This is an optimization exercise on Yosys and OpenROAD, whose aim is small area, not a production implementation.
In this exercise RTL edits were held to simulation tests only and were not proved equivalent to the original.
Power is estimated from default activity; no workload was simulated.

### design.v
package bus_checker_pkg;
   localparam int ID_W = 8;
   typedef enum logic [1:0] {
      RES_PASS     = 2'd0,
      RES_NO_MATCH = 2'd1,
      RES_MISROUTE = 2'd2,
      RES_BAD_ID   = 2'd3
   } res_code_e;
endpackage
module bus_checker_sb #(
   parameter int DEPTH = 16,
   parameter int KW    = 10,
   parameter int SW    = 2,
   parameter int TS_W  = 16,
   localparam int CW = $clog2(DEPTH + 1)
) (
   input  logic            clk_i,
   input  logic            rst_ni,
   input  logic            push_i,
   input  logic [SW-1:0]   push_src_i,
   input  logic [KW-1:0]   push_key_i,
   input  logic [TS_W-1:0] push_ts_i,
   input  logic            srch_i,
   input  logic            srch_ok_i,    
   input  logic [KW-1:0]   srch_key_i,
   input  logic            dst_ok_i,
   output logic            found_o,
   output logic            remove_o,
   output logic [SW-1:0]   hit_src_o,
   output logic [TS_W-1:0] hit_ts_o,
   output logic [CW-1:0]   count_o
);
   logic [DEPTH-1:0][KW-1:0]   key_q;
   logic [DEPTH-1:0][SW-1:0]   src_q;
   logic [DEPTH-1:0][TS_W-1:0] ts_q;
   logic [DEPTH-1:0]           valid_q;
   logic [CW-1:0]              count_q;
   logic [DEPTH-1:0] match, match_pre, hole_pre, first, shift;
   logic             remove;
   always_comb begin
      for (int i = 0; i < DEPTH; i++)
         match[i] = valid_q[i] && (key_q[i] == srch_key_i);
      match_pre[0] = match[0];
      hole_pre[0]  = !valid_q[0];
      first[0]     = match[0];
      for (int i = 1; i < DEPTH; i++) begin
         match_pre[i] = match_pre[i-1] | match[i];
         hole_pre[i]  = hole_pre[i-1] | !valid_q[i];
         first[i]     = match[i] & !match_pre[i-1];
      end
   end
   assign found_o  = srch_ok_i && match_pre[DEPTH-1];
   assign remove   = srch_i && found_o && dst_ok_i;
   assign remove_o = remove;
   assign count_o  = count_q;
   assign shift = remove ? match_pre : hole_pre;
   always_comb begin
      hit_src_o = '0;
      hit_ts_o  = '0;
      for (int i = 0; i < DEPTH; i++) begin
         hit_src_o = hit_src_o | (src_q[i] & {SW{first[i]}});
         hit_ts_o  = hit_ts_o  | (ts_q[i]  & {TS_W{first[i]}});
      end
   end
   always_ff @(posedge clk_i or negedge rst_ni) begin
      if (!rst_ni) begin
         valid_q <= '0;
         count_q <= '0;
      end else begin
         for (int i = 0; i < DEPTH - 1; i++)
            if (shift[i]) valid_q[i] <= valid_q[i+1];
         if (shift[DEPTH-1]) valid_q[DEPTH-1] <= push_i;
         count_q <= count_q + CW'(push_i) - CW'(remove);
      end
   end
   always_ff @(posedge clk_i) begin
      for (int i = 0; i < DEPTH - 1; i++)
         if (shift[i]) begin
            key_q[i] <= key_q[i+1];
            src_q[i] <= src_q[i+1];
            ts_q[i]  <= ts_q[i+1];
         end
      if (shift[DEPTH-1]) begin
         key_q[DEPTH-1] <= push_key_i;
         src_q[DEPTH-1] <= push_src_i;
         ts_q[DEPTH-1]  <= push_ts_i;
      end
   end
endmodule
module bus_checker
#(
   parameter int DRVRS   = 4,
   parameter int PCKG_SZ = 16,
   parameter int DEPTH   = 16,
   parameter int TS_W    = 16,
   localparam int SW = $clog2(DRVRS),
   localparam int IW = $clog2(DEPTH),
   localparam int CW = $clog2(DEPTH + 1)
) (
   input  logic               clk,
   input  logic               rst_n,
   input  logic               drv_valid,
   output logic               drv_ready,
   input  logic [SW-1:0]      drv_src,
   input  logic [PCKG_SZ-1:0] drv_data,
   input  logic               mon_valid,
   input  logic [SW-1:0]      mon_dst,
   input  logic [PCKG_SZ-1:0] mon_data,
   output logic               res_valid,
   output logic [1:0]         res_code,
   output logic [SW-1:0]      res_src,
   output logic [PCKG_SZ-1:0] res_data,
   output logic [TS_W-1:0]    res_latency,
   output logic [CW-1:0]      pending,
   output logic [15:0]        pass_cnt,
   output logic [15:0]        fail_cnt
);
   localparam int ID_W = bus_checker_pkg::ID_W;
   localparam int KW   = PCKG_SZ - ID_W + SW;
   logic [TS_W-1:0]    now_q;
   logic               accept, bad_id, push;
   logic               sb_found, sb_remove, dst_ok;
   logic [SW-1:0]      sb_src;
   logic [TS_W-1:0]    sb_ts;
   logic               res_valid_q;
   logic [1:0]         res_code_q, res_code_d;
   logic [SW-1:0]      res_src_q;
   logic [PCKG_SZ-1:0] res_data_q;
   logic [TS_W-1:0]    res_lat_q;
   logic [15:0]        pass_q, fail_q, fail_d;
   logic               mon_fail;
   logic [16:0]        fail_sum;
   assign drv_ready = !pending[CW-1];
   assign accept    = drv_valid && drv_ready;
   assign bad_id    = accept && (drv_data[PCKG_SZ-1 -: ID_W-SW] != '0);
   assign push      = accept && !bad_id;
   assign dst_ok    = mon_data[PCKG_SZ-ID_W +: SW] == mon_dst;
   bus_checker_sb #(
      .DEPTH (DEPTH),
      .KW    (KW),
      .SW    (SW),
      .TS_W  (TS_W)
   ) u_sb (
      .clk_i      (clk),
      .rst_ni     (rst_n),
      .push_i     (push),
      .push_src_i (drv_src),
      .push_key_i (drv_data[KW-1:0]),
      .push_ts_i  (now_q),
      .srch_i     (mon_valid),
      .srch_ok_i  (mon_data[PCKG_SZ-1 -: ID_W-SW] == '0),
      .srch_key_i (mon_data[KW-1:0]),
      .dst_ok_i   (dst_ok),
      .found_o    (sb_found),
      .remove_o   (sb_remove),
      .hit_src_o  (sb_src),
      .hit_ts_o   (sb_ts),
      .count_o    (pending)
   );
   always_comb begin
      if (!mon_valid)     res_code_d = bus_checker_pkg::RES_BAD_ID;
      else if (sb_remove) res_code_d = bus_checker_pkg::RES_PASS;
      else if (sb_found)  res_code_d = bus_checker_pkg::RES_MISROUTE;
      else                res_code_d = bus_checker_pkg::RES_NO_MATCH;
   end
   assign mon_fail = mon_valid && !sb_remove;
   assign fail_sum = {1'b0, fail_q} + 17'(mon_fail) + 17'(bad_id);
   assign fail_d   = fail_sum[16] ? 16'hFFFF : fail_sum[15:0];
   always_ff @(posedge clk or negedge rst_n) begin
      if (!rst_n) begin
         now_q       <= '0;
         res_valid_q <= 1'b0;
         pass_q      <= '0;
         fail_q      <= '0;
      end else begin
         now_q       <= now_q + TS_W'(1);
         res_valid_q <= mon_valid || bad_id;
         if (sb_remove && pass_q != 16'hFFFF) pass_q <= pass_q + 16'd1;
         fail_q      <= fail_d;
      end
   end
   always_ff @(posedge clk) begin
      res_code_q <= res_code_d;
      res_src_q  <= sb_remove ? sb_src : '0;
      res_data_q <= mon_valid ? mon_data : drv_data;
      res_lat_q  <= sb_remove ? now_q - sb_ts : '0;
   end
   assign res_valid   = res_valid_q;
   assign res_code    = res_code_q;
   assign res_src     = res_src_q;
   assign res_data    = res_data_q;
   assign res_latency = res_lat_q;
   assign pass_cnt    = pass_q;
   assign fail_cnt    = fail_q;
endmodule
### run.sh
#!/bin/bash
# synth_recipe.tcl (not shown) runs the flow's synth.tcl, then flattens the netlist and writes it again
# the make line also repeats each setting of config.mk as NAME=value (left out here)
make -C /OpenROAD-flow-scripts/flow DESIGN_CONFIG=/design/flow/config.mk WORK_HOME=/design/flow/orfs CLKGATE_MAP_FILE= SYNTH_SCRIPT=/design/flow/synth_recipe.tcl finish
### config.mk
export PLATFORM = sky130hd
export DESIGN_NAME = bus_checker
export DESIGN_NICKNAME = bus_checker
export VERILOG_FILES = /design/flow/design.v
export SDC_FILE = /design/flow/constraint.sdc
export NUM_CORES = 4
export LEC_CHECK = 0
export CAP_MARGIN = 20
export CORE_MARGIN = 2
export CORE_UTILIZATION = 60
export CTS_BUF_LIST = sky130_fd_sc_hd__clkbuf_4 sky130_fd_sc_hd__clkbuf_8
export SLEW_MARGIN = 20
### constraint.sdc
create_clock -name core_clock -period 10.0 [get_ports {clk}]
set_input_delay 2.0000 -clock core_clock [delete_from_list [all_inputs] [get_ports {clk}]]
set_output_delay 2.0000 -clock core_clock [all_outputs]
set_load 0.01 [all_outputs]
==> results of run 1 <==
==> per-layer routing <==
metal,share of wire (%),vias to the layer above,track usage [%]
met4,2.0,0,7.46
met2,49,350,40.8
met3,6.1,72,5.68
met1,43,6814,33.4
met5,0,-,0
li1,-,6478,-
==> state kept, by name, indices dropped and copies added (netlist names) <==
name          count
u_sb.count_q      5
fail_q           16
u_sb.key_q      160
pass_q           16
res_valid_q       1
u_sb.valid_q     16
res_src_q         2
now_q            16
u_sb.src_q       32
res_code_q        2
res_lat_q        16
res_data_q       16
u_sb.ts_q       256
==> cell usage in the layout (no fill, tap or decap), drive strengths merged, types with 23 or more instances in the layout <==
| cell | n |
|---|---|
| a221oi | 40 |
| nor3 | 49 |
| ha | 23 |
| clkdlybuf4s50 | 107 |
| o21ai | 24 |
| xnor2 | 195 |
| nor2 | 61 |
| nand2 | 140 |
| dfrtp | 70 |
| edfxtp | 448 |
| nand4 | 61 |
| a21oi | 53 |
| clkbuf | 132 |
| inv | 28 |
| dfxtp | 36 |
| and3 | 27 |
| clkinv | 29 |
| nand3 | 105 |
| buf | 40 |
==> where the power goes <==
group | internal, mW | leakage [nW] | switching, mW
sequential | 2.60 | 5.96 | 0.0727
clock | 1.01 | 0.925 | 0.861
combinational | 0.165 | 2.75 | 0.164
total | 3.77 | 9.63 | 1.10
==> through the flow <==
step,utilization [%],worst slack [ns]
3_3_place_gp,65.5,1.54
2_1_floorplan,-,3.41
4_1_cts,70.0,2.00
5_1_grt,70.0,1.32
6_report,70.0,1.97
3_5_place_dp,65.4,1.32
==> cell type report <==
type	instances	area, sq um
clock buffers	132	1570
clock inverters	34	163
fillers	2670	11300
inverters	25	93.8
multi-input cells	981	6680
flip-flops and latches	554	15900
well taps	511	639
repair buffers	147	1360
==> worst max-delay path by stage <==
stage	from	to	slack (ns)	depth (start not counted)
after detailed placement	mon_data[7]	res_lat_q[15]$_SDFF_PN0_	1.32	23
after global placement	mon_data[5]	res_lat_q[15]$_SDFF_PN0_	1.54	23
after global routing	mon_data[6]	res_lat_q[15]$_SDFF_PN0_	1.32	23
final	mon_data[6]	res_lat_q[14]$_SDFF_PN0_	1.97	23
after floorplan	mon_data[4]	res_lat_q[14]$_SDFF_PN0_	3.41	25
after CTS	mon_data[7]	res_lat_q[15]$_SDFF_PN0_	2.00	23
==> cell families after synthesis <==
kind of cell | after synthesis
adder cells (fa/ha/maj) | 26
multiplexers | 21
flip-flops | 554
buffers and inverters | 89
AND/OR/NAND/NOR | 515
AO/OA/AOI/OAI | 206
XOR/XNOR | 213
==> impl_metrics.yaml, run 1 <==
critical_path:
  cp-end-kind: "flop"
  rr_endpoint: "res_lat_q[14]$_SDFF_PN0_"
  worstPathRequired_ns: 10.50
  crit_family: "simple AND/OR/NAND/NOR gates"
  r2r-start: "u_sb.key_q[48]$_DFFE_PP_"
  critPathLaunchType: "input pin"
  path_class: "in2reg"
  slowest_delay_ns: 1.18
  critPathMaxFanout: 18
  crit_chain: "clkdlybuf4s50_1 -> xnor2_1 -> nand4_1 -> nor3_1 -> nand3b_4 -> or2_1 -> nor3b_4 -> buf_4 -> a22o_1 -> a221oi_1 -> nand3_1 -> ha_1 -> fa_1 -> nor2b_1 -> o21ai_0 -> a21boi_0 -> o21ai_0 -> a211oi_1 -> nor3_1 -> o41ai_1 -> a21oi_1 -> xor2_1 -> nor2_1"
  cp_slowest_cell: "clkdlybuf4s50_1"
  worstRegToRegCells: 22
  regToRegSetupSlack_ns: 4.08
  cp.arrival_ns: 8.53
  path_buf_inv: 2
layout:
  stdcell_area_sq_um: 26400
  nets: 1864
  finalNonFillerCells: 2384
  drive_gt1_share_pct: 12.9
  area_delta_synth_final_pct: 14.8
  antenna_cells: 0
power:
  p_total_mw: 4.87
  p_leak_nw: 9.63
  vdd_drop_max_mv: 0.137
  power_density_nw_per_um2: 184
logic_synthesis:
  ys_async_sr_fraction_pct: 12.6
  synth_top_family_by_area: "simple AND/OR/NAND/NOR gates"
  synth_most_common_cell: "edfxtp_1"
  synth_top_cell_by_area: "edfxtp_1"
  syn_inst: 1624
  ys_warn_count: 2
  syn_nets: 1690
  synth-seq-cells: 554
  synth.distinct_cells: 71
  synth_area_per_cell_sq_um: 14.2
  synth.yosys.seq_area_share_pct: 69.2
  syn_area_sq_um: 23000
  synthAdderAreaFrac_pct: 1.51
  synth-edff-count: 448
  synth_mux_area_share_pct: 1.02
  synth-simple-area-share_pct: 11.6
  yosys-top-cells-count: "448 x edfxtp_1, 195 x xnor2_1, 140 x nand2_1"
  synth_area_leaders: "edfxtp_1 58%, dfrtp_1 7.6%, xnor2_1 7.4%"
  synth_top_area_share_pct: 58.5
  synth_xor_area_share_pct: 8.11
  synth_compound_area_share_pct: 6.43
  synth_ff_type: "edfxtp_1"
detailed_routing:
  wl_um: 47700
  wl_per_cell_um: 20.0
  viasPerCell: 5.75
  drtIter0Drc: 891
  vias: 13700
  firstDrtPassIters: 7
  drc_errors: 0
  ant_nets: 0
clock_network:
  clock_path_buffers: 3
  clock_sinks: 554
  root_buffer: "clkbuf_8"
  clk_pin_slew_ns: 0.06
  cts_tree: "done"
  numCtsBuffers: 89
  cts_setup_buffers: 0
  hold_buffers: 0
  clock_latency_ns: 0.65
  ctsHtreeMaxLevel: 3
  cts_resized: 0
job:
  cap_violations: 0
die:
  die-area_sq_um: 39900
  die_w_um: 200
  core_sq_um: 37800
  die_h_um: 200
  initial_core_util_pct: 60.9
  ioPinCount: 115
  rows: 71
global_route:
  grt_pass1_vias: 13900
  grt_max_degree: 66
  grt_first_pass_wirelength_um: 75400
  antenna_found_initial: 0
  grt_use_total_pct: 24.8
  grt_overflow: 0
timing:
  fin_crit_sh_pct: 80.3
  hold_viol_final: 0
  max_freq_ghz: 0.125
  worst_slew_margin_rel_pct: 27.3
  skew_ns: 0.0275
  rsz0062_at_grt: "false"
  hold-worst-slack_ns: 0.434
  tightest_slew_ns: 1.09
  finalSetupViolCount: 0
  maxSlewViolCount: 0
  layout_min_cycle_time_ns: 8.03
  finalSetupTns_ns: 0
outcome:
  status: "timing/DRC/antenna clean"
placed_design:
  place_inst: 2218
  port_buffers: 114
  dp_hpwl_um: 34700
  placed_area_sq_um: 24700
  routabilityCongestion: 0.848
min_path:
  hp-class: "reg2reg"
  min_from: "u_sb.src_q[30]$_DFFE_PP_"
  holdPathEnd: "u_sb.src_q[28]$_DFFE_PP_"
  holdPathStages: 0
==> run 2, diff against run 1 <==
--- a/config.mk
+++ b/config.mk
@@ -7,6 +7,8 @@
 export LEC_CHECK = 0
 export CAP_MARGIN = 20
 export CORE_MARGIN = 2
-export CORE_UTILIZATION = 60
-export CTS_BUF_LIST = sky130_fd_sc_hd__clkbuf_4 sky130_fd_sc_hd__clkbuf_8
+export CORE_UTILIZATION = 40
+export CTS_BUF_LIST = sky130_fd_sc_hd__clkbuf_8
+export CTS_CLUSTER_DIAMETER = 50
+export CTS_CLUSTER_SIZE = 16
 export SLEW_MARGIN = 20
==> run 2 against run 1 <==
Net effect:
- core utilization down 24 points
- worst setup slack improved by 0.27 ns
- combinational power rose by 3%
- synthesized cell count unchanged
==> impl_metrics.yaml, run 2 <==
outcome:
  status: "timing/DRC/antenna clean"
layout:
  stdcell_area_sq_um: 26200
  mostFrequentLayoutCells: "448 x edfxtp_1, 195 x xnor2_1, 140 x nand2_1"
  regMostFlops: "u_sb.ts_q"
  drive_gt1_share_pct: 9.51
  fill_cells: 5036
  reg.largest.list: "u_sb.ts_q (256), u_sb.key_q (160), u_sb.src_q (32)"
  final_util_pct: 46.3
  nets: 1827
  largest_reg_flops: 256
  area_delta_synth_final_pct: 13.8
  mostFrequentLayoutCell: "edfxtp_1"
detailed_routing:
  ant_nets: 0
  firstDrtPassIters: 5
  wl_um: 49600
  drtIter0Drc: 912
  viasPerCell: 5.21
  drc_errors: 0
  vias: 13300
  wl_per_cell_um: 19.4
clock_network:
  numCtsBuffers: 51
  clock_path_buffers: 3
  cts_tree: "done"
  root_buffer: "clkbuf_8"
  clock_sinks: 554
  clk_pin_slew_ns: 0.10
  hold_buffers: 0
  cts_setup_buffers: 0
  ctsHtreeMaxLevel: 2
  clock_latency_ns: 0.67
  cts_resized: 0
logic_synthesis:
  syn_nets: 1690
  ys_warn_count: 2
  synth_area_per_cell_sq_um: 14.2
  synth.yosys.seq_area_share_pct: 69.2
  syn_area_sq_um: 23000
  synth_area_leaders: "edfxtp_1 58%, dfrtp_1 7.6%, xnor2_1 7.4%"
  synth-seq-cells: 554
  synth-edff-count: 448
  syn_inst: 1624
  synth_ff_type: "edfxtp_1"
  synth_most_common_cell: "edfxtp_1"
  synth.distinct_cells: 71
  ys_async_sr_fraction_pct: 12.6
  synth_top_cell_by_area: "edfxtp_1"
  yosys-top-cells-count: "448 x edfxtp_1, 195 x xnor2_1, 140 x nand2_1"
  synth_top_area_share_pct: 58.5
min_path:
  holdPathEnd: "u_sb.ts_q[26]$_DFFE_PP_"
  hp-class: "reg2reg"
  holdPathStages: 0
  min_from: "u_sb.ts_q[42]$_DFFE_PP_"
power:
  p_clk_share_pct: 32.9
  p_int_mw: 3.42
  power_switching_mw: 1.07
  p_sw_share_pct: 23.8
  p_comb_share_pct: 7.5
  seqPwrFrac_pct: 59.5
  power_density_nw_per_um2: 171
  vdd_drop_max_mv: 0.134
  p_leak_nw: 9.31
die:
  die_h_um: 244
  rows: 87
  die-area_sq_um: 59500
  ioPinCount: 115
  initial_core_util_pct: 40.6
  die_w_um: 244
  core_sq_um: 56600
timing:
  layout_min_cycle_time_ns: 7.75
  rsz0062_at_grt: "false"
  hold_viol_final: 0
  skew_ns: 0.0381
  max_freq_ghz: 0.129
  worst_slew_margin_rel_pct: 35.9
  finalSetupViolCount: 0
  fin_crit_sh_pct: 77.5
  hold-worst-slack_ns: 0.450
  finalSetupTns_ns: 0
  maxSlewViolCount: 0
  tightest_slew_ns: 0.959
global_route:
  grt_overflow: 0
  grt_first_pass_wirelength_um: 78300
  grt_max_degree: 71
  grt_use_total_pct: 16.9
  antenna_found_initial: 0
  grt_pass1_vias: 13700
placed_design:
  port_buffers: 114
  routabilityCongestion: 0.796
  placed_area_sq_um: 25000
  dp_hpwl_um: 36600
job:
  cap_violations: 0
critical_path:
  crit_chain: "clkdlybuf4s50_1 -> buf_4 -> xnor2_1 -> nand4_2 -> nor3_4 -> nor4b_4 -> nand3b_4 -> nor2_2 -> and2_1 -> a22o_1 -> a221oi_1 -> nand3_1 -> ha_1 -> fa_1 -> nor2b_1 -> o21ai_0 -> a21boi_0 -> o21ai_0 -> a211oi_1 -> nor3_1 -> o41ai_1 -> a21oi_1 -> xor2_1 -> nor2_1"
  regToRegSetupSlack_ns: 4.01
  crit_path_frequent_cell: "o21ai_0"
  rr_endpoint: "res_lat_q[15]$_SDFF_PN0_"
  worstPathRequired_ns: 10.55
  critPathLaunchType: "input pin"
  crit_family: "simple AND/OR/NAND/NOR gates"
  r2r-start: "u_sb.key_q[14]$_DFFE_PP_"
  cp-end-kind: "flop"
  critPathMaxFanout: 19
  path_buf_inv: 2
  cp_slowest_cell: "nor3_4"
  slowest_delay_ns: 0.73
  path_class: "in2reg"
  worstRegToRegCells: 22
  cp.arrival_ns: 8.30
==> run 2: how the worst max path moves through the flow <==
stage	start	end	cells past startpoint
floorplan	mon_data[4]	res_lat_q[14]$_SDFF_PN0_	25
global placement	mon_data[4]	res_lat_q[15]$_SDFF_PN0_	23
detailed placement	mon_data[4]	res_lat_q[15]$_SDFF_PN0_	23
CTS	mon_data[5]	res_lat_q[14]$_SDFF_PN0_	24
global route	mon_data[0]	res_lat_q[14]$_SDFF_PN0_	24
finish	mon_data[5]	res_lat_q[14]$_SDFF_PN0_	24
==> run 2: kinds of logic (layout without fill, tap and decap cells) <==
logic type / after synthesis / after routing / synth area share, %
DFF: 554 / 554 / 69.2
and+or+nand+nor: 515 / 515 / 11.6
xor gates and xnor gates: 213 / 213 / 8.11
AOI/OAI and AO/OA: 206 / 206 / 6.43
buffers and inverters: 89 / 263 / 2.10
adders and majority gates: 26 / 26 / 1.51
muxes: 21 / 21 / 1.02
other: 0 / 1 / 0
==> run 2: layout make-up <==
cell class                      count  area, sq um  share of cell area, %
Sequential cell                   554        15900                   60.8
Multi-Input combinational cell    981         6680                   25.5
Timing Repair Buffer              148         1410                   5.40
Inverter                           25         93.8                  0.358
Clock buffer                       53          729                   2.79
Antenna cell                        1         2.50                0.00956
Clock inverter                     37          387                   1.48
Tap cell                          756          946                   3.61
==> run 2: power groups by stage <==
stage	combinational, mW	clock [mW]	sequential (mW)
2_1_floorplan	0.193	0	2.72
3_3_place_gp	0.332	0	2.72
3_5_place_dp	0.341	0	2.72
4_1_cts	0.343	1.52	2.67
5_1_grt	0.372	1.62	2.69
6_report	0.338	1.48	2.67
==> run 2: metal layers <==
metal | GRT usage (%) | share of wire (%) | up-vias | wire (um)
li1 | - | - | 6372 | -
met1 | 22.5 | 45 | 6585 | 22400
met2 | 27.4 | 47 | 296 | 23100
met3 | 4.63 | 6.4 | 58 | 3190
met4 | 3.93 | 1.7 | 0 | 862
met5 | 0 | 0 | - | 0
==> run 2: per-stage QoR <==
| step | std cells | power, mW | setup slack (ns) |
|---|---|---|---|
| after CTS | 2553 | 4.54 | 2.27 |
| after floorplan | 1624 | 2.91 | 3.41 |
| after global routing | 2554 | 4.67 | 1.66 |
| after detailed placement | 2463 | 3.06 | 1.59 |
| final | 2555 | 4.49 | 2.25 |
| after global placement | 2463 | 3.05 | 1.71 |
==> run 3, diff against run 2 <==
--- a/config.mk
+++ b/config.mk
@@ -8,7 +8,7 @@
 export CAP_MARGIN = 20
 export CORE_MARGIN = 2
 export CORE_UTILIZATION = 40
-export CTS_BUF_LIST = sky130_fd_sc_hd__clkbuf_8
-export CTS_CLUSTER_DIAMETER = 50
-export CTS_CLUSTER_SIZE = 16
+export CTS_BUF_LIST = sky130_fd_sc_hd__clkbuf_16
+export CTS_CLUSTER_DIAMETER = 60
+export CTS_CLUSTER_SIZE = 20
 export SLEW_MARGIN = 20
==> run 3 against run 2 <==
Net effect:
- area after synthesis did not move
- core utilization rose by 0.44 points
- register-to-register slack got worse by 0.05 ns
- via count fell by 0.68%
- still clean
==> impl_metrics.yaml, run 3 <==
clock_network:
  clock_latency_ns: 0.59
  root_buffer: "clkbuf_16"
  clk_pin_slew_ns: 0.08
  cts_resized: 0
  hold_buffers: 0
  clock_sinks: 554
  cts_tree: "done"
  numCtsBuffers: 40
  clock_path_buffers: 3
  ctsHtreeMaxLevel: 2
  cts_setup_buffers: 0
die:
  die_h_um: 244
  rows: 87
  initial_core_util_pct: 40.6
  core_sq_um: 56600
  die-area_sq_um: 59500
  die_w_um: 244
  ioPinCount: 115
layout:
  mostFrequentLayoutCell: "edfxtp_1"
  regMostFlops: "u_sb.ts_q"
  drive_gt1_share_pct: 8.67
  largest_reg_flops: 256
  mostFrequentLayoutCells: "448 x edfxtp_1, 195 x xnor2_1, 140 x nand2_1"
  reg.largest.list: "u_sb.ts_q (256), u_sb.key_q (160), u_sb.src_q (32)"
  nets: 1816
  final_util_pct: 46.7
  area_delta_synth_final_pct: 14.9
  antenna_cells: 0
  stdcell_area_sq_um: 26400
detailed_routing:
  drtIter0Drc: 951
  ant_nets: 0
  firstDrtPassIters: 5
  wl_per_cell_um: 19.5
  drc_errors: 0
  viasPerCell: 5.22
  vias: 13200
  wl_um: 49500
timing:
  finalSetupViolCount: 0
  hold-worst-slack_ns: 0.442
  finalSetupTns_ns: 0
  max_freq_ghz: 0.127
  tightest_slew_ns: 0.935
  layout_min_cycle_time_ns: 7.89
  hold_viol_final: 0
  skew_ns: 0.0375
  worst_slew_margin_rel_pct: 37.5
  fin_crit_sh_pct: 78.9
  rsz0062_at_grt: "false"
  maxSlewViolCount: 0
global_route:
  grt_pass1_vias: 13700
  grt_first_pass_wirelength_um: 78300
  grt_overflow: 0
  grt_max_degree: 71
  antenna_found_initial: 0
  grt_use_total_pct: 16.8
logic_synthesis:
  syn_nets: 1690
  synth.distinct_cells: 71
  synth_top_cell_by_area: "edfxtp_1"
  synth_most_common_cell: "edfxtp_1"
  ys_async_sr_fraction_pct: 12.6
  ys_warn_count: 2
  synth_top_area_share_pct: 58.5
  synth_area_leaders: "edfxtp_1 58%, dfrtp_1 7.6%, xnor2_1 7.4%"
  synth-seq-cells: 554
  synth-edff-count: 448
  syn_inst: 1624
  synth_area_per_cell_sq_um: 14.2
  synth.yosys.seq_area_share_pct: 69.2
  synth_ff_type: "edfxtp_1"
  syn_area_sq_um: 23000
  yosys-top-cells-count: "448 x edfxtp_1, 195 x xnor2_1, 140 x nand2_1"
placed_design:
  port_buffers: 114
  routabilityCongestion: 0.796
  dp_hpwl_um: 36600
  placed_area_sq_um: 25000
power:
  vdd_drop_max_mv: 0.131
  power_density_nw_per_um2: 179
  p_leak_nw: 9.41
outcome:
  status: "timing/DRC/antenna clean"
critical_path:
  worstRegToRegCells: 22
  path_class: "in2reg"
  critPathLaunchType: "input pin"
  cp.arrival_ns: 8.36
  worstPathRequired_ns: 10.47
  critPathMaxFanout: 19
  cp-end-kind: "flop"
min_path:
  hp-class: "reg2reg"
  holdPathStages: 0
job:
  cap_violations: 0
-- run 3: cell counts after synthesis --
Identical to the previous run, type by type.
-- run 3: per-stage QoR --
step | setup WS (ns) | total power, mW | instances
after global routing | 1.57 | 4.91 | 2533
after global placement | 1.71 | 3.05 | 2463
final | 2.11 | 4.73 | 2533
after CTS | 2.14 | 4.79 | 2532
after floorplan | 3.41 | 2.91 | 1624
after detailed placement | 1.59 | 3.06 | 2463
-- run 3: cells by family after synthesis --
group / after synthesis / share of synthesized area [%]
muxes: 21 / 1.02
buffers and inverters: 89 / 2.10
AOI/OAI and AO/OA: 206 / 6.43
and+or+nand+nor: 515 / 11.6
DFF: 554 / 69.2
xor gates and xnor gates: 213 / 8.11
adders and majority gates: 26 / 1.51
-- run 3: power breakdown --
group,internal (mW),total (mW),switching (mW)
sequential,2.60,2.67,0.0747
clock,0.883,1.72,0.837
combinational,0.169,0.339,0.170
-- run 3: area by class of cell --
| class | count | area, sq um |
|---|---|---|
| fill | 5011 | 30200 |
| tap | 756 | 946 |
| clock inverter | 26 | 293 |
| timing repair buffer | 148 | 1410 |
| clock buffer | 43 | 1080 |
| inverter | 25 | 93.8 |
| multi-input combinational | 981 | 6680 |
| sequential | 554 | 15900 |
-- run 3: worst max-delay path, cell delays in order --
cell,delay (ns)
clkdlybuf4s50_1,0.55
buf_4,0.33
xnor2_1,0.17
nand4_2,0.16
nor3_4,0.72
nor4b_4,0.17
nand3b_4,0.30
nor2_2,0.12
and2_1,0.35
a22o_1,0.34
a221oi_1,0.25
nand3_1,0.16
ha_1,0.26
fa_1,0.42
nor2b_1,0.18
o21ai_0,0.14
a21boi_0,0.29
o21ai_0,0.19
a211oi_1,0.40
nor3_1,0.14
o41ai_1,0.34
a21oi_1,0.12
xor2_1,0.16
nor2_1,0.06
-- run 3: path summary, 6_finish.rpt --
check                                    startpoint                           to  slack, ns
max                                     mon_data[5]     res_lat_q[14]$_SDFF_PN0_       2.11
min                         u_sb.ts_q[28]$_DFFE_PP_      u_sb.ts_q[12]$_DFFE_PP_       0.44
max reg2reg                u_sb.key_q[25]$_DFFE_PP_     res_lat_q[14]$_SDFF_PN0_       3.96
min reg2reg                 u_sb.ts_q[28]$_DFFE_PP_      u_sb.ts_q[12]$_DFFE_PP_       0.44
max in group asynchronous                     rst_n  u_sb.valid_q[1]$_DFFE_PN0P_       8.12
min in group asynchronous                     rst_n          now_q[14]$_DFF_PN0_       1.29
-- run 3: per-layer routing --
layer | share of wire (%) | track usage (%) | vias to the layer above
li1 | - | - | 6349
met1 | 45 | 22.6 | 6490
met2 | 47 | 27.6 | 322
met3 | 6.2 | 3.83 | 59
met4 | 2.0 | 4.43 | 0
met5 | 0 | 0 | -
==> run 4, diff against run 3 <==
--- a/config.mk
+++ b/config.mk
@@ -8,7 +8,4 @@
 export CAP_MARGIN = 20
 export CORE_MARGIN = 2
 export CORE_UTILIZATION = 40
-export CTS_BUF_LIST = sky130_fd_sc_hd__clkbuf_16
-export CTS_CLUSTER_DIAMETER = 60
-export CTS_CLUSTER_SIZE = 20
 export SLEW_MARGIN = 20
==> run 4 against run 3 <==
Net effect:
- cell count up 1.4%
- clock-buffer cell count grew 41
- flip-flop and latch count did not move
- core utilization increased by 0.74 points
- non-clock buffer count fell by 1
- hold slack worse by 0.0024 ns
- cell area rose by 1.6%
- synthesized cell count stayed put
- largest cell class unchanged
==> impl_metrics.yaml, run 4 <==
detailed_routing:
  drtIter0Drc: 974
  ant_nets: 0
  viasPerCell: 5.20
  drc_errors: 0
  firstDrtPassIters: 6
  wl_um: 49800
  wl_per_cell_um: 19.4
  vias: 13300
layout:
  area_delta_synth_final_pct: 16.7
  mostFrequentLayoutCells: "448 x edfxtp_1, 195 x xnor2_1, 140 x nand2_1"
  fill_cells: 4950
  largest_reg_flops: 256
  ff_latch_area_sq_um: 15900
  regMostFlops: "u_sb.ts_q"
  reg.largest.list: "u_sb.ts_q (256), u_sb.key_q (160), u_sb.src_q (32)"
  nets: 1832
  antenna_cells: 0
  multiInputGateArea_sq_um: 6680
  mostFrequentLayoutCell: "edfxtp_1"
  drive_gt1_share_pct: 9.43
critical_path:
  critical_path.endpoint: "res_lat_q[14]$_SDFF_PN0_"
  critPathLaunchType: "input pin"
  critPathMaxFanout: 19
  cp.arrival_ns: 8.29
  cp-end-kind: "flop"
  regToRegSetupSlack_ns: 3.97
  r2r-start: "u_sb.key_q[14]$_DFFE_PP_"
  cp-startpoint: "mon_data[5]"
  worstRegToRegCells: 22
  worstPathRequired_ns: 10.48
  rr_endpoint: "res_lat_q[15]$_SDFF_PN0_"
  path_class: "in2reg"
logic_synthesis:
  syn_area_sq_um: 23000
  synth-seq-cells: 554
  synth_area_per_cell_sq_um: 14.2
  synth_top_area_share_pct: 58.5
  synth-edff-count: 448
  synth_top_cell_by_area: "edfxtp_1"
  yosys-top-cells-count: "448 x edfxtp_1, 195 x xnor2_1, 140 x nand2_1"
  synth_ff_type: "edfxtp_1"
  synth_most_common_cell: "edfxtp_1"
  ys_warn_count: 2
  syn_inst: 1624
  syn_nets: 1690
  synth.yosys.seq_area_share_pct: 69.2
  ys_async_sr_fraction_pct: 12.6
  synth.distinct_cells: 71
  synth_area_leaders: "edfxtp_1 58%, dfrtp_1 7.6%, xnor2_1 7.4%"
min_path:
  min_from: "u_sb.src_q[11]$_DFFE_PP_"
  hp-class: "reg2reg"
timing:
  layout_min_cycle_time_ns: 7.80
  finalSetupViolCount: 0
  tightest_slew_ns: 0.980
  max_freq_ghz: 0.128
  rsz0062_at_grt: "false"
  fin_crit_sh_pct: 78.0
  skew_ns: 0.0148
  maxSlewViolCount: 0
  finalSetupTns_ns: 0
  hold_viol_final: 0
  worst_slew_margin_rel_pct: 34.7
clock_network:
  clk_pin_slew_ns: 0.06
  numCtsBuffers: 57
  clock_sinks: 554
  clock_path_buffers: 3
  clock_latency_ns: 0.61
  cts_setup_buffers: 0
  cts_tree: "done"
  cts_resized: 0
  root_buffer: "clkbuf_16"
  ctsHtreeMaxLevel: 2
  hold_buffers: 0
global_route:
  met3_usage_pct: 4.69
  grt_overflow: 0
  grtUsageMet2_pct: 27.7
  grt_first_pass_wirelength_um: 79000
  grt.met1_usage_pct: 22.4
  grt_busiest_layer: "met2"
  grt_pass1_vias: 13900
  antenna_found_initial: 0
  grt_use_total_pct: 16.9
  grt_max_degree: 71
die:
  die-area_sq_um: 59500
  die_w_um: 244
  ioPinCount: 115
  initial_core_util_pct: 40.6
  rows: 87
  core_sq_um: 56600
  die_h_um: 244
power:
  power_density_nw_per_um2: 189
  p_total_mw: 5.06
  p_leak_nw: 9.59
  vdd_drop_max_mv: 0.132
placed_design:
  port_buffers: 114
  routabilityCongestion: 0.796
  dp_hpwl_um: 36600
outcome:
  status: "timing/DRC/antenna clean"
job:
  cap_violations: 0
-- run 4: cell counts after synthesis --
No cell type changed its count.
-- run 4: worst min path at each step --
stage	to	depth (start not counted)	slack (ns)
CTS	u_sb.ts_q[192]$_DFFE_PP_	0	0.44
global placement	u_sb.ts_q[102]$_DFFE_PP_	0	0.42
global route	u_sb.ts_q[91]$_DFFE_PP_	0	0.45
detailed placement	u_sb.src_q[26]$_DFFE_PP_	0	0.43
finish	u_sb.src_q[9]$_DFFE_PP_	0	0.44
floorplan	u_sb.ts_q[102]$_DFFE_PP_	0	0.42
-- run 4: power by group --
group | internal (mW) | leakage (nW) | switching [mW]
Sequential | 2.60 | 5.96 | 0.0748
Clock | 1.18 | 0.880 | 0.865
Combinational | 0.168 | 2.75 | 0.170
-- run 4: worst max-delay path, cell delays in order --
cell and delay [ns]:
clkdlybuf4s50_1 0.55, buf_4 0.33, xnor2_1 0.17, nand4_2 0.16, nor3_4 0.72, nor4b_4 0.18
nand3b_4 0.30, nor2_2 0.12, and2_1 0.36, a22o_1 0.33, a221oi_1 0.23, nand3_1 0.16
ha_1 0.26, fa_1 0.43, nor2b_1 0.18, o21ai_0 0.13, a21boi_0 0.25, o21ai_0 0.18
a211oi_1 0.39, nor3_1 0.14, o41ai_1 0.34, a21oi_1 0.12, xor2_1 0.16, nor2_1 0.05
-- run 4: kinds of logic (layout without fill, tap and decap cells) --
logic type                 after synthesis  in the layout  synth area share, %
xor gates and xnor gates               213            213                 8.11
and+or+nand+nor                        515            515                 11.6
adders and majority gates               26             26                 1.51
AOI/OAI and AO/OA                      206            206                 6.43
buffers and inverters                   89            278                 2.10
DFF                                    554            554                 69.2
muxes                                   21             21                 1.02
-- run 4: through the flow --
| step | utilization [%] | worst slack (ns) | hold WS, ns | area [sq um] | cells |
|---|---|---|---|---|---|
| global placement | 44.2 | 1.71 | 0.423 | 25000 | 2463 |
| floorplan | - | 3.41 | 0.417 | 23000 | 1624 |
| global route | 47.4 | 1.61 | 0.453 | 26900 | 2569 |
| detailed placement | 44.2 | 1.59 | 0.431 | 25000 | 2463 |
| finish | 47.4 | 2.20 | 0.440 | 26900 | 2569 |
| CTS | 47.4 | 2.22 | 0.441 | 26900 | 2569 |
-- run 4: final cells by class --
class | instances | share of cell area [%]
Inverter | 25 | 0.349
Timing Repair Buffer | 147 | 5.16
Tap cell | 756 | 3.52
Sequential cell | 554 | 59.3
Clock buffer | 84 | 6.26
Multi-Input combinational cell | 981 | 24.9
Clock inverter | 22 | 0.508
-- run 4: per-layer routing --
metal | share of wire [%] | routed length [um] | up-vias
met5 | 0 | 0 | -
li1 | - | - | 6407
met1 | 45 | 22200 | 6528
met3 | 6.8 | 3380 | 71
met4 | 1.9 | 930 | 0
met2 | 47 | 23200 | 340
==> run 5, diff against run 4 <==
==> flow/run.sh (new file) <==
#!/bin/bash
# Standard layout with two changes: plain buf_1 port buffers (the resizer still
# upsizes them where needed) and no CTS dummy loads.
set -euo pipefail
bash standard.sh \
  "BUFFER_PORTS_ARGS=-buffer_cell sky130_fd_sc_hd__buf_1" \
  "CTS_ARGS=-sink_clustering_enable -repair_clock_nets -dont_use_dummy_load" \
  finish > standard_flow.log 2>&1
==> standard.sh (new file) <==
#!/bin/bash
# synth_recipe.tcl (not shown) runs the flow's synth.tcl, then flattens the netlist and writes it again
# the make line also repeats each setting of config.mk as NAME=value (left out here)
make -C /OpenROAD-flow-scripts/flow DESIGN_CONFIG=/design/flow/config.mk WORK_HOME=/design/flow/orfs CLKGATE_MAP_FILE= SYNTH_SCRIPT=/design/flow/synth_recipe.tcl "${@:-finish}"
removed: run.sh
==> run 5 against run 4 <==
Net effect:
- largest cell class unchanged
- via count up 0.57%
- first-iteration DRC count decreased by 13%
- critical endpoint is now res_lat_q[15]$_SDFF_PN0_
- cell count decreased by 1.9%
- wire length fell by 1.9%
==> impl_metrics.yaml, run 5 <==
logic_synthesis:
  synth.distinct_cells: 71
  synth_top_cell_by_area: "edfxtp_1"
  synth-seq-cells: 554
  synth_area_leaders: "edfxtp_1 58%, dfrtp_1 7.6%, xnor2_1 7.4%"
  synth_top_area_share_pct: 58.5
  syn_inst: 1624
  synth-simple-area-share_pct: 11.6
  synth_mux_area_share_pct: 1.02
  syn_area_sq_um: 23000
  yosys-top-cells-count: "448 x edfxtp_1, 195 x xnor2_1, 140 x nand2_1"
  synth_top_family_by_area: "simple AND/OR/NAND/NOR gates"
  synth_ff_type: "edfxtp_1"
  synth_most_common_cell: "edfxtp_1"
  synth_compound_area_share_pct: 6.43
  synth-edff-count: 448
  synth_xor_area_share_pct: 8.11
  synthAdderAreaFrac_pct: 1.51
  ys_warn_count: 2
  synth.yosys.seq_area_share_pct: 69.2
  ys_async_sr_fraction_pct: 12.6
  synth_area_per_cell_sq_um: 14.2
  syn_nets: 1690
timing:
  max_freq_ghz: 0.130
  finalSetupViolCount: 0
  worst_slew_margin_rel_pct: 35.8
  layout_min_cycle_time_ns: 7.72
  hold_viol_final: 0
  tightest_slew_ns: 0.964
  rsz0062_at_grt: "false"
  fin_crit_sh_pct: 77.2
  maxSlewViolCount: 0
  skew_ns: 0.0235
  finalSetupTns_ns: 0
global_route:
  grt_first_pass_wirelength_um: 76800
  grt_overflow: 0
  grt_max_degree: 71
  grt_use_total_pct: 16.4
  grt_pass1_vias: 13600
  antenna_found_initial: 0
critical_path:
  critPathMaxFanout: 20
  worstRegToRegCells: 21
  cp.arrival_ns: 8.21
  slowest_delay_ns: 0.70
  cp_slowest_cell: "nor3_4"
  path_class: "in2reg"
  path_buf_inv: 2
  regToRegSetupSlack_ns: 3.83
  worstPathRequired_ns: 10.50
  crit_family: "simple AND/OR/NAND/NOR gates"
  rr_endpoint: "res_lat_q[15]$_SDFF_PN0_"
  cp-end-kind: "flop"
  r2r-start: "u_sb.key_q[14]$_DFFE_PP_"
  critPathLaunchType: "input pin"
  crit_chain: "buf_1 -> xnor2_1 -> nand4_1 -> nor3_2 -> buf_4 -> nor4b_4 -> nand3b_4 -> or2_1 -> nor3_4 -> a221oi_1 -> and3_1 -> ha_1 -> nor2b_1 -> o31a_1 -> o311ai_0 -> nand4_1 -> a31oi_1 -> nor2b_1 -> o21a_1 -> o41a_1 -> a21o_1 -> a21oi_1"
clock_network:
  root_buffer: "clkbuf_16"
  clk_pin_slew_ns: 0.06
  clock_sinks: 554
  cts_resized: 0
  ctsHtreeMaxLevel: 2
  hold_buffers: 0
  clock_latency_ns: 0.59
  numCtsBuffers: 56
  clock_path_buffers: 3
  cts_tree: "done"
  cts_setup_buffers: 0
detailed_routing:
  viasPerCell: 5.32
  ant_nets: 0
  wl_um: 48800
  drc_errors: 0
  wl_per_cell_um: 19.4
  drtIter0Drc: 851
  vias: 13400
  firstDrtPassIters: 6
placed_design:
  dp_hpwl_um: 36200
  place_inst: 2464
  placed_area_sq_um: 24300
  routabilityCongestion: 0.825
  port_buffers: 114
min_path:
  min_from: "u_sb.ts_q[187]$_DFFE_PP_"
  hp-class: "reg2reg"
  holdPathStages: 0
  holdPathEnd: "u_sb.ts_q[171]$_DFFE_PP_"
die:
  rows: 87
  die_w_um: 244
  die_h_um: 244
  initial_core_util_pct: 40.6
  core_sq_um: 56600
  ioPinCount: 115
  die-area_sq_um: 59500
layout:
  regMostFlops: "u_sb.ts_q"
  largest_reg_flops: 256
  fill_cells: 5048
  reg.largest.list: "u_sb.ts_q (256), u_sb.key_q (160), u_sb.src_q (32)"
  area_delta_synth_final_pct: 12.0
  stdcell_area_sq_um: 25800
  antenna_cells: 0
  drive_gt1_share_pct: 8.39
  finalNonFillerCells: 2521
  nets: 1833
  mostFrequentLayoutCells: "448 x edfxtp_1, 195 x xnor2_1, 140 x nand2_1"
  final_util_pct: 45.5
  mostFrequentLayoutCell: "edfxtp_1"
outcome:
  status: "timing/DRC/antenna clean"
job:
  cap_violations: 0
power:
  power_density_nw_per_um2: 183
  p_leak_nw: 9.13
  vdd_drop_max_mv: 0.134
==> run 5: report_power, final <==
group,leakage [nW],total [mW],internal [mW],switching [mW]
clock network,0.690,1.75,0.975,0.777
registers,5.96,2.68,2.60,0.0738
logic,2.48,0.287,0.121,0.166
==> run 5: stage by stage <==
stage,power [mW],hold slack (ns),setup slack (ns)
after CTS,4.77,0.430,2.28
final,4.72,0.436,2.28
after global placement,3.00,0.423,1.82
after detailed placement,3.01,0.432,1.70
after global routing,4.90,0.445,1.72
after floorplan,2.91,0.417,3.41
==> run 5: layout make-up <==
cell class	instances	area, sq um	area share [%]
repair buffers	149	714	2.77
inverters	25	93.8	0.364
flip-flops and latches	554	15900	61.8
multi-input cells	981	6680	25.9
well taps	756	946	3.67
clock buffers	56	1400	5.44
==> run 5: worst max path at each step <==
stage,from,end,depth (start not counted)
6_report,mon_data[0],res_lat_q[15]$_SDFF_PN0_,22
3_3_place_gp,mon_data[2],res_lat_q[15]$_SDFF_PN0_,22
4_1_cts,mon_data[2],res_lat_q[14]$_SDFF_PN0_,23
5_1_grt,mon_data[0],res_lat_q[15]$_SDFF_PN0_,23
2_1_floorplan,mon_data[4],res_lat_q[14]$_SDFF_PN0_,25
3_5_place_dp,mon_data[2],res_lat_q[14]$_SDFF_PN0_,23
==> run 5: worst register-to-register path, delay by kind of cell (launching register included) <==
| kind | cells | cell delay, ns |
|---|---|---|
| buffers and inverters | 1 | 0.21 |
| AO/OA/AOI/OAI | 8 | 2.12 |
| XOR/XNOR | 1 | 0.19 |
| AND/OR/NAND/NOR | 10 | 2.87 |
| adder cells (fa/ha/maj) | 1 | 0.28 |
| flip-flops | 1 | 0.40 |
==> run 5: logic make-up after synthesis <==
family / after synthesis
flops: 554
mux: 21
simple gates: 515
xor+xnor: 213
compound gates: 206
fa+ha+maj: 26
buf+inv: 89
==> run 5: metal layers <==
metal  vias to the layer above  wire, um  GRT usage, %
met1                      6612     22100          22.5
met4                         0       887          4.29
li1                       6355         -             -
met3                        70      3140          3.59
met5                         -         0             0
met2                       385     22700          26.4
==> run 6, diff against run 5 <==
==> flow/run.sh (replaced) <==
#!/bin/bash
# Standard layout with three changes: plain buf_1 port buffers (the resizer still
# upsizes them where needed), no CTS dummy loads, and larger clkbuf_8 leaf clusters.
set -euo pipefail
bash standard.sh \
  "BUFFER_PORTS_ARGS=-buffer_cell sky130_fd_sc_hd__buf_1" \
  "CTS_ARGS=-sink_clustering_enable -repair_clock_nets -dont_use_dummy_load -buf_list sky130_fd_sc_hd__clkbuf_8 -sink_clustering_size 16 -sink_clustering_max_diameter 50" \
  finish > standard_flow.log 2>&1
==> run 6 against run 5 <==
Net effect:
- first-iteration DRC count decreased by 0.94%
- cell area fell by 2.7%
- clock skew rose by 0.048 ns
- largest cell class unchanged
- highest routed layer unchanged
- fmax is 1.2% higher
- area after synthesis stayed put
- core utilization decreased by 1.2 points
- power shrank 13%
==> impl_metrics.yaml, run 6 <==
detailed_routing:
  drtIter0Drc: 843
  firstDrtPassIters: 5
  vias: 13300
  wl_um: 48600
  wl_per_cell_um: 19.3
  viasPerCell: 5.29
  drc_errors: 0
  ant_nets: 0
clock_network:
  cts_setup_buffers: 0
  clock_path_buffers: 3
  cts_resized: 0
  clock_sinks: 554
  numCtsBuffers: 51
  hold_buffers: 0
  clk_pin_slew_ns: 0.10
  ctsHtreeMaxLevel: 2
  clock_latency_ns: 0.66
  root_buffer: "clkbuf_8"
  cts_tree: "done"
logic_synthesis:
  syn_area_sq_um: 23000
  synth_top_cell_by_area: "edfxtp_1"
  synth_top_family_by_area: "simple AND/OR/NAND/NOR gates"
  yosys-top-cells-count: "448 x edfxtp_1, 195 x xnor2_1, 140 x nand2_1"
  synth_ff_type: "edfxtp_1"
  synth_xor_area_share_pct: 8.11
  synth-edff-count: 448
  synthAdderAreaFrac_pct: 1.51
  synth-seq-cells: 554
  synth_area_leaders: "edfxtp_1 58%, dfrtp_1 7.6%, xnor2_1 7.4%"
  synth.yosys.seq_area_share_pct: 69.2
  ys_warn_count: 2
  synth_compound_area_share_pct: 6.43
  synth_top_area_share_pct: 58.5
  syn_nets: 1690
  synth_mux_area_share_pct: 1.02
  synth_area_per_cell_sq_um: 14.2
  synth-simple-area-share_pct: 11.6
  ys_async_sr_fraction_pct: 12.6
  synth.distinct_cells: 71
  synth_most_common_cell: "edfxtp_1"
  syn_inst: 1624
global_route:
  grt_overflow: 0
  antenna_found_initial: 1
  grt_use_total_pct: 16.3
  grt_first_pass_wirelength_um: 76500
  grt_max_degree: 71
  grt_pass1_vias: 13700
timing:
  hold_viol_final: 0
  fin_crit_sh_pct: 76.2
  layout_min_cycle_time_ns: 7.62
  max_freq_ghz: 0.131
  rsz0062_at_grt: "false"
  worst_slew_margin_rel_pct: 35.9
  finalSetupViolCount: 0
  skew_ns: 0.0719
  tightest_slew_ns: 0.961
  finalSetupTns_ns: 0
  maxSlewViolCount: 0
critical_path:
  critPathLaunchType: "input pin"
  cp.arrival_ns: 8.19
  cp-end-kind: "flop"
  cp_slowest_cell: "nor3_4"
  path_class: "in2reg"
  critPathMaxFanout: 20
  slowest_delay_ns: 0.69
  worstPathRequired_ns: 10.57
  crit_chain: "buf_1 -> xnor2_1 -> nand4_1 -> nor3_2 -> buf_4 -> nor4b_4 -> nand3b_4 -> or2_1 -> nor3_4 -> a221oi_1 -> and3_1 -> ha_1 -> nor2b_1 -> o31a_1 -> o311ai_0 -> nand4_1 -> a31oi_1 -> nor2b_1 -> o21a_1 -> o41a_1 -> a21o_1 -> a21oi_1"
die:
  die-area_sq_um: 59500
  ioPinCount: 115
  die_h_um: 244
  rows: 87
  core_sq_um: 56600
  initial_core_util_pct: 40.6
  die_w_um: 244
power:
  p_total_mw: 4.11
  p_leak_nw: 8.81
  vdd_drop_max_mv: 0.118
  power_density_nw_per_um2: 164
layout:
  fill_cells: 5123
  largest_reg_flops: 256
  final_util_pct: 44.3
  area_delta_synth_final_pct: 8.94
  mostFrequentLayoutCells: "448 x edfxtp_1, 195 x xnor2_1, 140 x nand2_1"
  finalNonFillerCells: 2517
  reg.largest.list: "u_sb.ts_q (256), u_sb.key_q (160), u_sb.src_q (32)"
  regMostFlops: "u_sb.ts_q"
  mostFrequentLayoutCell: "edfxtp_1"
  nets: 1828
  stdcell_area_sq_um: 25100
  drive_gt1_share_pct: 8.13
placed_design:
  routabilityCongestion: 0.825
  dp_hpwl_um: 36200
  port_buffers: 114
  placed_area_sq_um: 24300
  place_inst: 2464
outcome:
  status: "timing/DRC/antenna clean"
min_path:
  hp-class: "reg2reg"
job:
  cap_violations: 0
[run 6: logic make-up (layout without fill, tap and decap cells)]
group | after synthesis | in the layout
flops | 554 | 554
buf+inv | 89 | 225
xor+xnor | 213 | 213
compound gates | 206 | 206
mux | 21 | 21
simple gates | 515 | 515
other cells | 0 | 1
fa+ha+maj | 26 | 26
[run 6: layout make-up]
class	count	area, sq um	area share [%]
antenna	1	2.50	0.00998
clock buffer	51	702	2.80
tap	756	946	3.77
inverter	25	93.8	0.374
multi-input combinational	981	6680	26.7
timing repair buffer	149	714	2.85
sequential	554	15900	63.5
[run 6: where the power goes]
group | total, mW | switching, mW | internal, mW
registers | 2.67 | 0.0735 | 2.60
logic | 0.287 | 0.166 | 0.121
clock network | 1.15 | 0.701 | 0.453
[run 6: path summary, 6_finish.rpt]
kind	to	start	cells after the start	slack, ns
worst min register to register	u_sb.ts_q[63]$_DFFE_PP_	u_sb.ts_q[79]$_DFFE_PP_	0	0.42
worst max register to register	res_lat_q[15]$_SDFF_PN0_	u_sb.key_q[14]$_DFFE_PP_	21	3.84
max in group asynchronous	u_sb.count_q[2]$_DFF_PN0_	rst_n	2	7.73
worst min-delay path	u_sb.ts_q[63]$_DFFE_PP_	u_sb.ts_q[79]$_DFFE_PP_	0	0.42
min in group asynchronous	pass_q[5]$_DFFE_PN0P_	rst_n	2	1.60
worst max-delay path	res_lat_q[15]$_SDFF_PN0_	mon_data[0]	22	2.38
[run 6: metal layers]
metal / track usage [%] / up-vias / part of all wire (%)
met1: 22.0 / 6555 / 45
li1: - / 6336 / -
met5: 0 / - / 0
met3: 3.81 / 66 / 6.5
met2: 26.4 / 357 / 47
met4: 4.47 / 0 / 1.7
[run 6: through the flow]
| step | hold WS (ns) | setup slack [ns] |
|---|---|---|
| after floorplan | 0.417 | 3.41 |
| after global placement | 0.423 | 1.82 |
| after detailed placement | 0.432 | 1.70 |
| after CTS | 0.422 | 2.39 |
| after global routing | 0.437 | 1.80 |
| final | 0.423 | 2.38 |
[run 6: critical path, delay by kind of cell]
kind,cells,cell delay [ns]
AO/OA/AOI/OAI,8,2.12
XOR/XNOR,1,0.17
adder cells (fa/ha/maj),1,0.28
buffers and inverters,2,0.80
AND/OR/NAND/NOR,10,2.79

afterwards: timing with drivers on the ports:
Ports are ideal in the flow. The routed layouts listed here were re-timed in OpenROAD.
Step 1 assumes that a clkbuf_16 drives the clock port and a buf_2 every other input.
Step 2 times the ports against the registers' clock, not the clock port: input delays grow and output delays shrink by t, the midpoint of the rising clock arrivals with the driver on.
a / b / c = no drivers / after step 1 / after step 2; a / b = the first two.
run | t (ns) | setup WS [ns] | worst setup path after step 2 | slew at the worst register clock pin (ns) | worst data-port slew with drivers (ns)
run 1 | 0.683 | 1.973 / 1.999 / 1.316 | input to register | 0.06 / 0.06 | 0.07
run 2 | 0.711 | 2.245 / 2.274 / 1.563 | input to register | 0.11 / 0.11 | 0.07
run 3 | 0.629 | 2.106 / 2.135 / 1.507 | input to register | 0.08 / 0.08 | 0.07
run 4 | 0.661 | 2.195 / 2.226 / 1.565 | input to register | 0.06 / 0.06 | 0.07
run 5 | 0.637 | 2.285 / 2.313 / 1.676 | input to register | 0.06 / 0.06 | 0.05
run 6 | 0.681 | 2.379 / 2.410 / 1.729 | input to register | 0.10 / 0.10 | 0.05
After both steps setup and hold are still met in every run listed. The setup slack of run 2, which loses most, moves by +0.029 ns with the drivers and by -0.682 ns with both steps.
